This is an optimization exercise on Yosys and OpenROAD, whose aim is small area, not a production implementation. Only simulation tests tie the RTL to the original design; equivalence was not proved. No activity file was given, so power comes from the tool's default toggle rates.

### flow/run.sh
#!/bin/bash
# synth_recipe.tcl (not shown) runs the flow's synth.tcl, then flattens the netlist and writes it again
# the make line also repeats each setting of config.mk as NAME=value (left out here)
make -C /OpenROAD-flow-scripts/flow DESIGN_CONFIG=/design/flow/config.mk WORK_HOME=/design/flow/orfs CLKGATE_MAP_FILE= SYNTH_SCRIPT=/design/flow/synth_recipe.tcl finish
### flow/config.mk
export PLATFORM = sky130hd
export DESIGN_NAME = regfile_sb
export DESIGN_NICKNAME = regfile_sb
export VERILOG_FILES = /design/flow/design.v
export SDC_FILE = /design/flow/constraint.sdc
export NUM_CORES = 4
export LEC_CHECK = 0
export ABC_AREA = 1
export CAP_MARGIN = 20
export CORE_MARGIN = 2
export CORE_UTILIZATION = 40
export SETUP_SLACK_MARGIN = 0.2
export SLEW_MARGIN = 20
### flow/constraint.sdc
create_clock -name core_clock -period 7.0 [get_ports {clk}]
set_input_delay 1.4000 -clock core_clock [delete_from_list [all_inputs] [get_ports {clk}]]
set_output_delay 1.4000 -clock core_clock [all_outputs]
set_load 0.01 [all_outputs]
### flow/design.v
package regfile_pkg;
    localparam int XLEN       = 32;
    localparam int DEF_DATA_W = XLEN;
    localparam int DEF_ADDR_W = 5;
    localparam int ZERO_IDX   = 0;
endpackage
module regfile_scoreboard
#(
    parameter int ADDR_W   = regfile_pkg::DEF_ADDR_W,
    parameter bit ZERO_REG = 1'b1
) (
    input  logic              clk,
    input  logic              rst_n,
    input  logic [ADDR_W-1:0] rs1_addr,
    input  logic [ADDR_W-1:0] rs2_addr,
    input  logic              iss_valid,
    input  logic [ADDR_W-1:0] iss_rd,
    input  logic              wb_en,
    input  logic [ADDR_W-1:0] wb_addr,
    output logic              rs1_busy,
    output logic              rs2_busy,
    output logic [ADDR_W:0]   pend_cnt
);
    localparam int DEPTH = 1 << ADDR_W;
    localparam logic [ADDR_W:0] CNT_ONE = (ADDR_W+1)'(1);
    logic [DEPTH-1:0] pend_q, pend_d;
    logic [ADDR_W:0]  cnt_q, cnt_d;
    logic             setEn;
    logic             clrEn;
    assign setEn = iss_valid && !(ZERO_REG && iss_rd == ADDR_W'(regfile_pkg::ZERO_IDX));
    assign clrEn = wb_en;
    always_comb begin
        pend_d = pend_q;
        cnt_d  = cnt_q;
        if (clrEn) begin
            pend_d[wb_addr] = 1'b0;
        end
        if (setEn) begin
            pend_d[iss_rd] = 1'b1;
        end
        if (setEn && !pend_q[iss_rd]) begin
            cnt_d = cnt_d + CNT_ONE;
        end
        if (clrEn && pend_q[wb_addr] && !(setEn && iss_rd == wb_addr)) begin
            cnt_d = cnt_d - CNT_ONE;
        end
    end
    always_ff @(posedge clk or negedge rst_n) begin
        if (!rst_n) begin
            pend_q <= '0;
            cnt_q  <= '0;
        end else begin
            pend_q <= pend_d;
            cnt_q  <= cnt_d;
        end
    end
    always_comb begin
        rs1_busy = pend_q[rs1_addr] && !(wb_en && wb_addr == rs1_addr);
        rs2_busy = pend_q[rs2_addr] && !(wb_en && wb_addr == rs2_addr);
    end
    assign pend_cnt = cnt_q;
endmodule
module regfile_sb
#(
    parameter int DATA_W   = regfile_pkg::DEF_DATA_W,
    parameter int ADDR_W   = regfile_pkg::DEF_ADDR_W,
    parameter bit ZERO_REG = 1'b1
) (
    input  logic              clk,
    input  logic              rst_n,
    input  logic [ADDR_W-1:0] rs1_addr,
    input  logic [ADDR_W-1:0] rs2_addr,
    output logic [DATA_W-1:0] rs1_data,
    output logic [DATA_W-1:0] rs2_data,
    output logic              rs1_busy,
    output logic              rs2_busy,
    input  logic              iss_valid,
    input  logic [ADDR_W-1:0] iss_rd,
    input  logic              wb_en,
    input  logic [ADDR_W-1:0] wb_addr,
    input  logic [DATA_W-1:0] wb_data,
    output logic [ADDR_W:0]   pend_cnt
);
    localparam int DEPTH = 1 << ADDR_W;
    logic [DATA_W-1:0] mem_q [DEPTH];
    logic              wrEn;
    assign wrEn = wb_en && !(ZERO_REG && wb_addr == ADDR_W'(regfile_pkg::ZERO_IDX));
    always_ff @(posedge clk or negedge rst_n) begin
        if (!rst_n) begin
            for (int i = 0; i < DEPTH; i++) begin
                mem_q[i] <= '0;
            end
        end else if (wrEn) begin
            mem_q[wb_addr] <= wb_data;
        end
    end
    always_comb begin
        rs1_data = mem_q[rs1_addr];
        if (ZERO_REG && rs1_addr == ADDR_W'(regfile_pkg::ZERO_IDX)) begin
            rs1_data = '0;
        end else if (rst_n && wrEn && wb_addr == rs1_addr) begin
            rs1_data = wb_data;
        end
    end
    always_comb begin
        rs2_data = mem_q[rs2_addr];
        if (ZERO_REG && rs2_addr == ADDR_W'(regfile_pkg::ZERO_IDX)) begin
            rs2_data = '0;
        end else if (rst_n && wrEn && wb_addr == rs2_addr) begin
            rs2_data = wb_data;
        end
    end
    regfile_scoreboard #(
        .ADDR_W   (ADDR_W),
        .ZERO_REG (ZERO_REG)
    ) u_scoreboard (
        .clk       (clk),
        .rst_n     (rst_n),
        .rs1_addr  (rs1_addr),
        .rs2_addr  (rs2_addr),
        .iss_valid (iss_valid),
        .iss_rd    (iss_rd),
        .wb_en     (wb_en),
        .wb_addr   (wb_addr),
        .rs1_busy  (rs1_busy),
        .rs2_busy  (rs2_busy),
        .pend_cnt  (pend_cnt)
    );
endmodule
==> load_flow_metrics.sql <==
INSERT INTO impl_metrics (metric_group, metric, value, unit) VALUES
('timing', 'timing_worst_slew_pin_value', '1240', 'ps'),
('yosys', 'synth_sequential_area_ratio', '0.478', ''),
('worst_setup_path', 'rrSetupSlack', '4560', 'ps'),
('power', 'irDropWorstVdd', '0.194', 'mV'),
('timing', 'fin_crit', '6750', 'ps'),
('final_layout', 'ff_latch_area', '0.0258', 'mm2'),
('timing', 'fin_tns_setup', '0', 'ps'),
('grt', 'grt_util_all_layers', '0.454', ''),
('worst_setup_path', 'worst_r2r_path_cells', '16', ''),
('grt', 'grt_pass1_wl', '433000', 'um'),
('floorplan', 'die_width', '371', 'um'),
('yosys', 'flip_flop_and_latch_count_after_synthesis', '1030', ''),
('cts', 'cts_tree', 'yes', ''),
('worst_setup_path', 'setup.worst_path.end_class', 'primary output', ''),
('yosys', 'yosysTopAreaCell', 'sky130_fd_sc_hd__dfrtp_1', ''),
('cts', 'cts.repair_timing.setup_buffer_count', '0', ''),
('timing', 'finalCritPeriodShare', '0.964', ''),
('outcome', 'run_status', 'timing/DRC/antenna clean', ''),
('cts', 'clkLatencyLatePin', '760', 'ps'),
('cts', 'postCtsResizedCells', '0', ''),
('detailed_routing', 'first_iter_violations', '9683', ''),
('worst_setup_path', 'cp_slowest_stage_delay', '630', 'ps'),
('yosys', 'postSynthCellCount', '7216', ''),
('floorplan', 'dieArea', '0.138', 'mm2'),
('worst_setup_path', 'timing.rr.end', 'u_scoreboard.cnt_q[4]', ''),
('timing', 'rsz_0062_raised_after_global_routing', 'false', ''),
('yosys', 'yosys_warnings', '3', ''),
('detailed_routing', 'drtAntennaViolNets', '0', ''),
('yosys', 'list_of_most_frequent_post_synthesis_cells', '1,849 x sky130_fd_sc_hd__nand2_1, 1,280 x sky130_fd_sc_hd__o21ai_0, 1,030 x sky130_fd_sc_hd__dfrtp_1, 927 x sky130_fd_sc_hd__inv_1, 545 x sky130_fd_sc_hd__o22ai_1', ''),
('timing', 'post_route_worst_setup_slack', '251', 'ps'),
('detailed_routing', 'drt-vias-per-instance', '6.35', ''),
('yosys', 'synth.net_count', '7284', ''),
('timing', 'whs', '485', 'ps'),
('final_layout', 'final_design_area_no_fill', '0.0623', 'mm2'),
('grt', 'overflow', '0', ''),
('min_path', 'min_delay_path_depth', '2', ''),
('grt', 'vias_in_the_first_global_route', '53200', ''),
('detailed_routing', 'detail_route.drc_violations', '0', ''),
('worst_setup_path', 'crit_path_arrival_time', '5350', 'ps'),
('final_layout', 'nFillCells', '13500', ''),
('final_layout', 'area_added_between_synthesis_and_finish', '15.6', '%'),
('yosys', 'proportion_of_register_bits_with_asynchronous_set_or_reset_after_synthesis', '1.00', ''),
('worst_setup_path', 'cp.required', '5600', 'ps'),
('floorplan', 'i_o_pin_total', '128', ''),
('timing', 'worst_slew_margin_rel', '0.176', ''),
('power', 'cellPowerDensity', '290', 'mW/mm2'),
('min_path', 'hold_path_class', 'reg2reg', ''),
('yosys', 'synthFlopType', 'sky130_fd_sc_hd__dfrtp_1', ''),
('cts', 'htree_levels', '3', ''),
('yosys', 'synth_largest_type_area_fraction', '0.478', ''),
('detailed_routing', 'detailedRoute.firstPassIterationCount', '7', ''),
('cts', 'cts_hold_repair.buffers', '0', ''),
('final_layout', 'layout_cell_share_with_drive_strength_beyond_1', '0.0766', ''),
('grt', 'largest_net_degree_at_the_start_of_global_routing', '153', ''),
('cts', 'clkTransAtPathRegs', '60', 'ps'),
('min_path', 'hold_start', 'mem_q[19][12]', ''),
('cts', 'clockBufferDepth', '3', ''),
('timing', 'total_count_of_hold_check_failures_in_the_final_report', '0', ''),
('cts', 'ctsRootBufferMaster', 'sky130_fd_sc_hd__clkbuf_16', ''),
('timing', 'max_fclk', '148', 'MHz'),
('yosys', 'synth_edf_count', '0', ''),
('worst_setup_path', 'cp_cell_sequence', 'clkdlybuf4s50_1 > nor2_2 > nand3_2 > inv_1 > buf_4 > nand2_1 > nand2_1 > nor2_1 > o2111ai_1 > nor2_1 > nand2_1 > nand2_1 > a21oi_1 > clkdlybuf4s50_1', ''),
('worst_setup_path', 'startpoint_type', 'input pin', ''),
('power', 'p_leak', '28.6', 'nW'),
('floorplan', 'initial_core_utilization', '0.403', ''),
('cts', 'total_clock_buffers_created_by_cts', '115', ''),
('yosys', 'synth.avg_cell_area', '7.47', 'um2'),
('final_layout', 'final_nets', '7338', ''),
('placed_design', 'detailed_place_hpwl', '202000', 'um'),
('detailed_routing', 'total_length_of_routed_wires', '316000', 'um'),
('detailed_routing', 'routed-via-count', '58100', '');
[flip-flops by register name, summed over array words and instances (netlist names)]
register	count
mem_q	992
u_scoreboard.cnt_q	6
u_scoreboard.pend_q	32
[how the worst max path moves through the flow]
stage	slack (ps)	cells past startpoint	end	startpoint
floorplan	2360	13	rs1_data[23]	wb_addr[0]
global placement	500	14	rs2_data[10]	rs2_addr[1]
detailed placement	460	14	rs2_data[10]	rs2_addr[1]
CTS	450	14	rs2_data[10]	rs2_addr[1]
global route	290	14	rs2_data[10]	rs2_addr[1]
finish	250	14	rs2_data[10]	rs2_addr[1]
[per-stage QoR]
stage	total power [mW]	cells	util
3_3_place_gp	11.3	8921	0.435
5_1_grt	18.8	9136	0.466
3_5_place_dp	11.3	8921	0.435
6_report	18.1	9154	0.466
2_1_floorplan	9.69	7216	-
4_1_cts	17.9	9135	0.466
[per-layer routing]
layer  routed length (um)  vias up  track usage
li1                     -    23900            -
met1               119000    27800        0.591
met2               124000     4887        0.625
met3                45000     1466        0.166
met4                27500       34        0.305
met5                  274        -      0.00350
[final cells by class]
class	instances	area share
Inverter	954	0.0575
Multi-Input combinational cell	4767	0.368
Timing Repair Buffer	402	0.0588
Tap cell	1768	0.0355
Clock buffer	163	0.0546
Antenna cell	19	0.000763
Sequential cell	1030	0.414
Clock inverter	51	0.0111
[power breakdown]
| group | internal [mW] | total [mW] | switching, mW |
|---|---|---|---|
| sequential | 7.14 | 8.01 | 0.873 |
| combinational | 1.07 | 3.38 | 2.30 |
| clock | 3.89 | 6.67 | 2.78 |
[placed cells by master, fill, tap and decap left out, types with 17 or more instances in the layout]
cell type | Yosys | final
sky130_fd_sc_hd__nand2_1 | 1849 | 1819
sky130_fd_sc_hd__o21ai_0 | 1280 | 1280
sky130_fd_sc_hd__dfrtp_1 | 1030 | 1030
sky130_fd_sc_hd__inv_1 | 927 | 927
sky130_fd_sc_hd__o22ai_1 | 545 | 545
sky130_fd_sc_hd__nor2_1 | 483 | 480
sky130_fd_sc_hd__buf_4 | 11 | 247
sky130_fd_sc_hd__a21oi_1 | 144 | 144
sky130_fd_sc_hd__clkdlybuf4s50_1 | 0 | 126
sky130_fd_sc_hd__clkbuf_16 | 0 | 117
sky130_fd_sc_hd__nand3_1 | 98 | 83
sky130_fd_sc_hd__nand4_1 | 75 | 75
sky130_fd_sc_hd__a211oi_1 | 66 | 66
sky130_fd_sc_hd__o2111ai_1 | 53 | 53
sky130_fd_sc_hd__a22oi_1 | 48 | 48
sky130_fd_sc_hd__clkbuf_8 | 0 | 30
sky130_fd_sc_hd__buf_12 | 0 | 25
sky130_fd_sc_hd__clkinv_2 | 0 | 21
sky130_fd_sc_hd__diode_2 | 0 | 19
sky130_fd_sc_hd__nand2_2 | 8 | 19
sky130_fd_sc_hd__nand2_4 | 0 | 19
sky130_fd_sc_hd__a221oi_1 | 18 | 18
sky130_fd_sc_hd__nand3_2 | 7 | 17
[worst max-delay path, delay by kind of cell]
kind                   cells  cell delay, ps
buffers and inverters      4            1800
AOI/OAI and AO/OA          2             240
and+or+nand+nor            8            1890
[cell families (layout without fill, tap and decap cells)]
| group | Yosys count | count (layout) | synth area share |
|---|---|---|---|
| adder cells (fa/ha/maj) | 12 | 12 | 0.00279 |
| other | 0 | 19 | 0 |
| AO/OA/AOI/OAI | 2176 | 2176 | 0.226 |
| buffers and inverters | 1419 | 1570 | 0.103 |
| XOR/XNOR | 11 | 11 | 0.00179 |
| AND/OR/NAND/NOR | 2568 | 2568 | 0.189 |
| flip-flops | 1030 | 1030 | 0.478 |

==> what the ideal ports hide <==
The results above use ideal ports. As a check the final layout listed here was re-extracted and re-timed, cells and wires unchanged.
Step 1, drivers: a clkbuf_16 drives clk and a buf_2 each remaining input, both assumed.
Step 2, shift: input delay + t, output delay - t, t = (earliest + latest rising clock arrival at the registers) / 2. This alone moves slack from input paths to output paths.
Slacks: no drivers / after step 1 / after step 2; pairs: no drivers / after step 1.
t, ns: 0.856
setup WS [ns]: 0.251 / 0.228 / 0.228
slew at the worst register clock pin (ns): 0.07 / 0.07
After both steps this run still meets setup and hold. For this run, drivers alone change the setup slack by -0.023 ns; drivers and shift together by -0.023 ns.
